This is an optimization exercise on Yosys and OpenROAD, whose aim is small area, a short achievable clock period and few clock cycles per item, not a production implementation. Only simulation tests tie the RTL to the original design; equivalence was not proved.

--- flow/design.v ---
package mul_pkg;
    localparam int XLEN     = 64;
    localparam int PROD_W   = 2 * XLEN;
    localparam int BASE_W   = 8;
    localparam int OPCODE_W = 5;
    localparam logic [OPCODE_W-1:0] OP_MUL   = 5'b01100;
    localparam logic [OPCODE_W-1:0] OP_MULHU = 5'b01111;
    typedef enum logic [1:0] {
        SEL_LO,
        SEL_HI,
        SEL_ZERO
    } res_sel_t;
    typedef struct packed {
        logic [XLEN-1:0] hi;
        logic [XLEN-1:0] lo;
    } prod_halves_t;
    typedef union packed {
        logic [PROD_W-1:0] whole;
        prod_halves_t      half;
    } product_u;
endpackage
`timescale 1ns/100ps
module dadda_8x8 (
    input  logic [7:0]   a,
    input  logic [7:0]   b,
    output logic [15:0]  y
);
    logic [7:0]   pp [8];
    logic [5:0]   s1, c1;
    logic [13:0]  s2, c2;
    logic [9:0]   s3, c3;
    logic [11:0]  s4, c4;
    logic [14:2]  fin_x, fin_y;
    logic [14:1]  cy;
    function automatic logic [1:0] fa(input logic p, input logic q, input logic r);
        fa = {(p & q) | (p & r) | (q & r), p ^ q ^ r};
    endfunction
    function automatic logic [1:0] ha(input logic p, input logic q);
        ha = {p & q, p ^ q};
    endfunction
    for (genvar i = 0; i < 8; i++) begin : g_pp
        assign pp[i] = a & {8{b[i]}};
    end
    assign {c1[0], s1[0]} = ha(pp[6][0], pp[5][1]);
    assign {c1[1], s1[1]} = fa(pp[7][0], pp[6][1], pp[5][2]);
    assign {c1[2], s1[2]} = ha(pp[4][3], pp[3][4]);
    assign {c1[3], s1[3]} = fa(pp[7][1], pp[6][2], pp[5][3]);
    assign {c1[4], s1[4]} = ha(pp[4][4], pp[3][5]);
    assign {c1[5], s1[5]} = fa(pp[7][2], pp[6][3], pp[5][4]);
    assign {c2[0], s2[0]}   = ha(pp[4][0], pp[3][1]);
    assign {c2[1], s2[1]}   = fa(pp[5][0], pp[4][1], pp[3][2]);
    assign {c2[2], s2[2]}   = ha(pp[2][3], pp[1][4]);
    assign {c2[3], s2[3]}   = fa(s1[0], pp[4][2], pp[3][3]);
    assign {c2[4], s2[4]}   = fa(pp[2][4], pp[1][5], pp[0][6]);
    assign {c2[5], s2[5]}   = fa(s1[1], s1[2], c1[0]);
    assign {c2[6], s2[6]}   = fa(pp[2][5], pp[1][6], pp[0][7]);
    assign {c2[7], s2[7]}   = fa(s1[3], s1[4], c1[1]);
    assign {c2[8], s2[8]}   = fa(c1[2], pp[2][6], pp[1][7]);
    assign {c2[9], s2[9]}   = fa(s1[5], c1[3], c1[4]);
    assign {c2[10], s2[10]} = fa(pp[4][5], pp[3][6], pp[2][7]);
    assign {c2[11], s2[11]} = fa(pp[7][3], c1[5], pp[6][4]);
    assign {c2[12], s2[12]} = fa(pp[5][5], pp[4][6], pp[3][7]);
    assign {c2[13], s2[13]} = fa(pp[7][4], pp[6][5], pp[5][6]);
    assign {c3[0], s3[0]} = ha(pp[3][0], pp[2][1]);
    assign {c3[1], s3[1]} = fa(s2[0], pp[2][2], pp[1][3]);
    assign {c3[2], s3[2]} = fa(s2[1], s2[2], c2[0]);
    assign {c3[3], s3[3]} = fa(c2[1], c2[2], s2[3]);
    assign {c3[4], s3[4]} = fa(c2[3], c2[4], s2[5]);
    assign {c3[5], s3[5]} = fa(c2[5], c2[6], s2[7]);
    assign {c3[6], s3[6]} = fa(c2[7], c2[8], s2[9]);
    assign {c3[7], s3[7]} = fa(c2[9], c2[10], s2[11]);
    assign {c3[8], s3[8]} = fa(c2[11], c2[12], s2[13]);
    assign {c3[9], s3[9]} = fa(pp[7][5], pp[6][6], pp[5][7]);
    assign {c4[0], s4[0]}   = ha(pp[2][0], pp[1][1]);
    assign {c4[1], s4[1]}   = fa(s3[0], pp[1][2], pp[0][3]);
    assign {c4[2], s4[2]}   = fa(c3[0], s3[1], pp[0][4]);
    assign {c4[3], s4[3]}   = fa(c3[1], s3[2], pp[0][5]);
    assign {c4[4], s4[4]}   = fa(c3[2], s3[3], s2[4]);
    assign {c4[5], s4[5]}   = fa(c3[3], s3[4], s2[6]);
    assign {c4[6], s4[6]}   = fa(c3[4], s3[5], s2[8]);
    assign {c4[7], s4[7]}   = fa(c3[5], s3[6], s2[10]);
    assign {c4[8], s4[8]}   = fa(c3[6], s3[7], s2[12]);
    assign {c4[9], s4[9]}   = fa(c3[7], s3[8], pp[4][7]);
    assign {c4[10], s4[10]} = fa(c3[8], s3[9], c2[13]);
    assign {c4[11], s4[11]} = fa(c3[9], pp[7][6], pp[6][7]);
    assign fin_x = {c4, s4[0]};
    assign fin_y = {pp[7][7], s4[11:1], pp[0][2]};
    assign y[0]            = pp[0][0];
    assign {cy[1], y[1]}   = ha(pp[1][0], pp[0][1]);
    for (genvar k = 2; k <= 14; k++) begin : g_ripple
        assign {cy[k], y[k]} = fa(fin_x[k], fin_y[k], cy[k-1]);
    end
    assign y[15] = cy[14];
endmodule
`timescale 1ns/100ps
module dadda_tile #(
    parameter int W = 64
) (
    input  logic [W-1:0]    a,
    input  logic [W-1:0]    b,
    output logic [2*W-1:0]  y
);
    if (W == mul_pkg::BASE_W) begin : g_leaf
        dadda_8x8 leaf_inst (
            .a (a),
            .b (b),
            .y (y)
        );
    end else begin : g_split
        localparam int H = W / 2;
        logic [W-1:0]      ll, lh, hl, hh;
        logic [W-1:0]      s1, c1;
        logic [W+H-3:0]    c2;
        dadda_tile #(.W(H)) ll_inst (.a(a[H-1:0]), .b(b[H-1:0]), .y(ll));
        dadda_tile #(.W(H)) lh_inst (.a(a[H-1:0]), .b(b[W-1:H]), .y(lh));
        dadda_tile #(.W(H)) hl_inst (.a(a[W-1:H]), .b(b[H-1:0]), .y(hl));
        dadda_tile #(.W(H)) hh_inst (.a(a[W-1:H]), .b(b[W-1:H]), .y(hh));
        assign y[H-1:0] = ll[H-1:0];
        for (genvar i = 0; i < W; i++) begin : g_csa
            logic x;
            assign x     = (i < H) ? ll[i+H] : hh[i-H];
            assign s1[i] = x ^ lh[i] ^ hl[i];
            assign c1[i] = (x & lh[i]) | (x & hl[i]) | (lh[i] & hl[i]);
        end
        assign y[H]   = s1[0];
        assign y[H+1] = s1[1] ^ c1[0];
        assign c2[0]  = s1[1] & c1[0];
        for (genvar i = 2; i < W; i++) begin : g_carry
            assign y[i+H]  = s1[i] ^ c1[i-1] ^ c2[i-2];
            assign c2[i-1] = (s1[i] & c1[i-1]) | (s1[i] & c2[i-2]) | (c1[i-1] & c2[i-2]);
        end
        assign y[W+H] = hh[H] ^ c1[W-1] ^ c2[W-2];
        assign c2[W-1] = (hh[H] & c1[W-1]) | (hh[H] & c2[W-2]) | (c1[W-1] & c2[W-2]);
        for (genvar i = 0; i < H - 2; i++) begin : g_top
            assign y[i+W+H+1] = hh[i+H+1] ^ c2[i+W-1];
            assign c2[i+W]    = hh[i+H+1] & c2[i+W-1];
        end
        assign y[2*W-1] = hh[W-1] ^ c2[W+H-3];
    end
endmodule
`timescale 1ns/100ps
module mul_decode #(
    parameter int XLEN = mul_pkg::XLEN
) (
    input  logic                          clk,
    input  logic                          rst,
    input  logic                          in_valid,
    output logic                          in_ready,
    input  logic [mul_pkg::OPCODE_W-1:0]  in_opcode,
    input  logic [XLEN-1:0]               in_a,
    input  logic [XLEN-1:0]               in_b,
    output logic                          op_valid,
    input  logic                          op_ready,
    output logic [XLEN-1:0]               op_a,
    output logic [XLEN-1:0]               op_b,
    output mul_pkg::res_sel_t             op_sel
);
    mul_pkg::res_sel_t  sel_d;
    mul_pkg::res_sel_t  sel_q;
    logic               valid_q;
    logic [XLEN-1:0]    a_q;
    logic [XLEN-1:0]    b_q;
    always_comb begin
        case (in_opcode)
            mul_pkg::OP_MUL:   sel_d = mul_pkg::SEL_LO;
            mul_pkg::OP_MULHU: sel_d = mul_pkg::SEL_HI;
            default:           sel_d = mul_pkg::SEL_ZERO;
        endcase
    end
    assign in_ready = !valid_q || op_ready;
    always_ff @(posedge clk) begin
        if (rst) begin
            valid_q <= 1'b0;
        end else if (in_ready) begin
            valid_q <= in_valid;
        end
    end
    always_ff @(posedge clk) begin
        if (in_valid && in_ready) begin
            a_q   <= in_a;
            b_q   <= in_b;
            sel_q <= sel_d;
        end
    end
    assign op_valid = valid_q;
    assign op_a     = a_q;
    assign op_b     = b_q;
    assign op_sel   = sel_q;
endmodule
`timescale 1ns/100ps
module mul_execute #(
    parameter int XLEN = mul_pkg::XLEN
) (
    input  logic                 clk,
    input  logic                 rst,
    input  logic                 op_valid,
    output logic                 op_ready,
    input  logic [XLEN-1:0]      op_a,
    input  logic [XLEN-1:0]      op_b,
    input  mul_pkg::res_sel_t    op_sel,
    output logic                 prod_valid,
    input  logic                 prod_ready,
    output logic [2*XLEN-1:0]    prod_prod,
    output mul_pkg::res_sel_t    prod_sel
);
    logic [2*XLEN-1:0]  prod_w;
    logic               valid_q;
    mul_pkg::product_u  prod_q;
    mul_pkg::res_sel_t  sel_q;
    dadda_tile #(
        .W (XLEN)
    ) mult_inst (
        .a (op_a),
        .b (op_b),
        .y (prod_w)
    );
    assign op_ready = !valid_q || prod_ready;
    always_ff @(posedge clk) begin
        if (rst) begin
            valid_q <= 1'b0;
        end else if (op_ready) begin
            valid_q <= op_valid;
        end
    end
    always_ff @(posedge clk) begin
        if (op_valid && op_ready) begin
            prod_q.whole <= prod_w;
            sel_q        <= op_sel;
        end
    end
    assign prod_valid = valid_q;
    assign prod_prod  = prod_q.whole;
    assign prod_sel   = sel_q;
endmodule
`timescale 1ns/100ps
module mul_result #(
    parameter int XLEN = mul_pkg::XLEN
) (
    input  logic                 clk,
    input  logic                 rst,
    input  logic                 prod_valid,
    output logic                 prod_ready,
    input  logic [2*XLEN-1:0]    prod_prod,
    input  mul_pkg::res_sel_t    prod_sel,
    output logic                 out_valid,
    input  logic                 out_ready,
    output logic [XLEN-1:0]      out_result
);
    mul_pkg::product_u  prod_u;
    logic [XLEN-1:0]    pick;
    logic               valid_q;
    logic [XLEN-1:0]    result_q;
    assign prod_u.whole = prod_prod;
    always_comb begin
        case (prod_sel)
            mul_pkg::SEL_LO: pick = prod_u.half.lo;
            mul_pkg::SEL_HI: pick = prod_u.half.hi;
            default:         pick = '0;
        endcase
    end
    assign prod_ready = !valid_q || out_ready;
    always_ff @(posedge clk) begin
        if (rst) begin
            valid_q <= 1'b0;
        end else if (prod_ready) begin
            valid_q <= prod_valid;
        end
    end
    always_ff @(posedge clk) begin
        if (prod_valid && prod_ready) begin
            result_q <= pick;
        end
    end
    assign out_valid  = valid_q;
    assign out_result = result_q;
endmodule
`timescale 1ns/100ps
module mul_unit #(
    parameter int XLEN = mul_pkg::XLEN
) (
    input  logic                          clk,
    input  logic                          rst,
    input  logic                          in_valid,
    output logic                          in_ready,
    input  logic [mul_pkg::OPCODE_W-1:0]  in_opcode,
    input  logic [XLEN-1:0]               in_a,
    input  logic [XLEN-1:0]               in_b,
    output logic                          out_valid,
    input  logic                          out_ready,
    output logic [XLEN-1:0]               out_result
);
    logic                 op_valid, op_ready;
    logic [XLEN-1:0]      op_a, op_b;
    mul_pkg::res_sel_t    op_sel;
    logic                 prod_valid, prod_ready;
    logic [2*XLEN-1:0]    prod_prod;
    mul_pkg::res_sel_t    prod_sel;
    mul_decode #(
        .XLEN (XLEN)
    ) decode_inst (
        .clk       (clk),
        .rst       (rst),
        .in_valid  (in_valid),
        .in_ready  (in_ready),
        .in_opcode (in_opcode),
        .in_a      (in_a),
        .in_b      (in_b),
        .op_valid  (op_valid),
        .op_ready  (op_ready),
        .op_a      (op_a),
        .op_b      (op_b),
        .op_sel    (op_sel)
    );
    mul_execute #(
        .XLEN (XLEN)
    ) execute_inst (
        .clk        (clk),
        .rst        (rst),
        .op_valid   (op_valid),
        .op_ready   (op_ready),
        .op_a       (op_a),
        .op_b       (op_b),
        .op_sel     (op_sel),
        .prod_valid (prod_valid),
        .prod_ready (prod_ready),
        .prod_prod  (prod_prod),
        .prod_sel   (prod_sel)
    );
    mul_result #(
        .XLEN (XLEN)
    ) result_inst (
        .clk        (clk),
        .rst        (rst),
        .prod_valid (prod_valid),
        .prod_ready (prod_ready),
        .prod_prod  (prod_prod),
        .prod_sel   (prod_sel),
        .out_valid  (out_valid),
        .out_ready  (out_ready),
        .out_result (out_result)
    );
endmodule
--- flow/run.sh ---
#!/bin/bash
# synth_recipe.tcl (not shown) runs the flow's synth.tcl, then flattens the netlist and writes it again
# the make line also repeats each setting of config.mk as NAME=value (left out here)
make -C /OpenROAD-flow-scripts/flow DESIGN_CONFIG=/design/flow/config.mk WORK_HOME=/design/flow/orfs CLKGATE_MAP_FILE= SYNTH_SCRIPT=/design/flow/synth_recipe.tcl finish
--- flow/constraint.sdc ---
create_clock -name core_clock -period 45.0 [get_ports {clk}]
set_input_delay 9.0000 -clock core_clock [delete_from_list [all_inputs] [get_ports {clk}]]
set_output_delay 9.0000 -clock core_clock [all_outputs]
set_load 0.01 [all_outputs]
--- flow/config.mk ---
export PLATFORM = sky130hd
export DESIGN_NAME = mul_unit
export DESIGN_NICKNAME = mul_unit
export VERILOG_FILES = /design/flow/design.v
export SDC_FILE = /design/flow/constraint.sdc
export NUM_CORES = 4
export LEC_CHECK = 0
export CAP_MARGIN = 20
export CORE_MARGIN = 2
export CORE_UTILIZATION = 40
export PLACE_DENSITY = 0.6
export SLEW_MARGIN = 20
==> run summary <==
-- layout by cell type, fill, tap and decap left out, drive strengths merged, types with 2 or more instances in the layout --
cell type      instances
a21oi                  3
and2                2900
buf                  259
bufinv                 8
clkbuf                52
clkdlybuf4s50        202
clkinv                17
clkinvlp               2
dfxtp                  3
diode                 23
edfxtp               324
fa                  3947
ha                   715
inv                 4416
mux2i                 64
nand2               1201
nor2                  64
xnor2                 12
xor2                  10
-- cell type report --
type	count	area share, %
well taps	4730	3.948
flip-flops and latches	327	6.530
multi-input cells	8921	74.58
diodes	23	0.03839
repair buffers	461	2.704
clock buffers	52	0.8255
clock inverters	40	0.3505
inverters	4403	11.02
-- critical path, delay by kind of cell, from the launching register on --
kind / cells / cell delay (ns)
adder cells (fa/ha/maj): 132 / 41.00
buffers and inverters: 20 / 1.28
flip-flops: 1 / 0.50
XOR/XNOR: 2 / 0.27
AND/OR/NAND/NOR: 1 / 0.19
-- cell families after synthesis --
family | after synthesis | share of synthesized area [%]
AO/OA/AOI/OAI | 3 | 0.01057
XOR/XNOR | 22 | 0.1357
adder cells (fa/ha/maj) | 4662 | 61.95
buffers and inverters | 5306 | 14.42
flip-flops | 327 | 6.894
multiplexers | 64 | 0.4511
AND/OR/NAND/NOR | 4170 | 16.14
-- state kept, by name (all words and copies together), names as in the netlist --
| register | cells |
|---|---|
| execute_inst.valid_q | 1 |
| result_inst.valid_q | 1 |
| decode_inst.sel_q | 2 |
| execute_inst.prod_q | 128 |
| decode_inst.b_q | 64 |
| decode_inst.valid_q | 1 |
| execute_inst.sel_q | 2 |
| decode_inst.a_q | 64 |
| result_inst.result_q | 64 |
-- through the flow --
step / util (%) / hold slack (ns)
3_3_place_gp: 41.93 / 0.4136
2_1_floorplan: - / 0.4003
5_1_grt: 42.46 / 0.4419
6_report: 42.47 / 0.4262
4_1_cts: 42.43 / 0.4310
3_5_place_dp: 41.93 / 0.4140
-- what timing repair did --
action / 4_1_cts / 5_1_grt
setup endpoints to repair: 0 / 7
buffers inserted: 0 / 5
resized for setup: 0 / 24
-- final timing paths --
kind / endpoint / slack, ns / cells past startpoint
setup / recovery: execute_inst.prod_q[127] / 1.53 / 155
hold reg to reg: execute_inst.sel_q[0] / 0.43 / 0
setup reg to reg: execute_inst.prod_q[127] / 1.53 / 155
hold / removal: execute_inst.sel_q[0] / 0.43 / 0
-- layer usage --
metal	vias up	global-route usage [%]	part of all wire [%]
li1	38840	-	-
met1	49670	31.71	41
met2	2177	39.67	48
met3	471	4.053	6.6
met4	18	9.301	4.6
met5	-	0	0.029
==> flow_summary.json <==
{
  "outcome": "complete, no violations",
  "dp.final_hpwl_um": 323700,
  "io_pins": 203,
  "synth_ff_type": "edfxtp_1",
  "drive_gt1_share_pct": 2.626,
  "port_buffers": 202,
  "dr.pass1.iters": 5,
  "fmax_mhz": 23.01,
  "tritoncts": "done",
  "via_per_inst": 4.809,
  "multi_input_area_um2": 111800,
  "synth_area_leader_cell": "fa_1",
  "synth_nets": 19350,
  "seqCellArea_um2": 9789,
  "coreArea_um2": 353000,
  "crit_top_cell": "fa_1",
  "critical_path_peak_fanout": 7,
  "cts_buffers": 49,
  "routed_wl_um": 411100,
  "synthToLayoutAreaGrowth_pct": 5.574,
  "drc": 0,
  "overflow": 0,
  "cts_hold_buf": 0,
  "period_needed_ns": 43.47,
  "synth_area_um2": 142000,
  "crit_start": "decode_inst.a_q[0]",
  "synthCells": 14550,
  "die-area_um2": 359800,
  "grt_max_degree": 70,
  "grt_pass1_vias": 101800,
  "cts.path.max_buffers": 3,
  "ys_ff_latch": 327,
  "clk_latency_ns": 0.78,
  "cp-start-kind": "register",
  "rsz0062_at_grt": "no",
  "avgSynthCellArea_um2": 9.756,
  "wl_per_cell_um": 21.69,
  "async_flop_share_pct": 0,
  "stdcell_count": 18960,
  "tightest_slew_ns": 1.196,
  "min-delay-start": "decode_inst.sel_q[0]",
  "clock_skew_ns": 0.06891,
  "ant_nets": 0,
  "placed_area_um2": 148000,
  "setup_violations": 0,
  "hold_viol": 0,
  "n_fill_cell": 34670,
  "critPathRequiredTime_ns": 45.52,
  "clk_root_buffer_cell": "clkbuf_16",
  "cp.arrival_ns": 43.98,
  "route.vias.total": 91170,
  "yosysMostFrequentCell": "inv_1",
  "clk_pin_slew_ns": 0.06,
  "fin_setup_tns_ns": 0,
  "first_iter_violations": 5180,
  "antenna_found_initial": 47,
  "synthTopCellsByArea": "fa_1 56%, and2_1 13%, inv_1 12%",
  "cpPeakStageDelay_ns": 0.56,
  "slew_headroom_pct": 20.25,
  "design_area_um2": 149900,
  "fin_crit_sh_pct": 96.60,
  "synth_edf_count": 324,
  "fp.dieH_um": 599.8,
  "netlist.area_leader.share_pct": 55.65,
  "crit_path_top_delay_cell": "fa_1",
  "num_rows": 218,
  "rr_startpoint": "decode_inst.a_q[0]",
  "clock_sinks": 327,
  "worst_setup_path_end_kind": "register",
  "fin_ws_ns": 1.532,
  "start_util_pct": 40.23,
  "post-place-ws_ns": 0.1839,
  "gp_congestion": 0.9125,
  "finalNetCount": 18960,
  "grt_first_pass_wirelength_um": 639400,
  "worst-setup-path-type": "reg2reg",
  "ys_warn_count": 5,
  "synthDistinctLibCells": 23,
  "dp_cells": 18840,
  "ys_seq_area_share_pct": 6.894,
  "synth_common_cells": "4403 x inv_1, 3947 x fa_1, 2900 x and2_1",
  "chipWidth_um": 599.8,
  "grt_usage_pct": 24.05,
  "htree_levels": 2,
  "maxCapViolations": 0,
  "maxSlewViolCount": 0,
  "min-delay-path-class": "reg2reg"
}
Testbench counts, summed over its fixed seeds: cycles 12,024, items 12,000.

-- port drivers added, routing unchanged --
Ports are ideal in the flow. The routed layout listed here was re-timed in OpenROAD.
Step 1, drivers: a clkbuf_16 drives clk and a buf_2 each remaining input, both assumed.
Step 2 moves the port delays by t, midway between the first and last clock arrival at a register: inputs arrive t later, outputs are due t later. That takes back most of the time a late clock gives input paths.
Three values: no drivers, after step 1, after step 2; two values: the first two.
t (ns): 0.857
setup slack, ns: 1.532 / 1.532 / 1.532
worst hold slack (ns): 0.426 / 0.426 / 0.426
worst register clock-pin slew, ns: 0.08 / 0.08
After both steps this run still meets setup and hold. For this run, drivers alone change the setup slack by 0.000 ns; drivers and shift together by 0.000 ns.
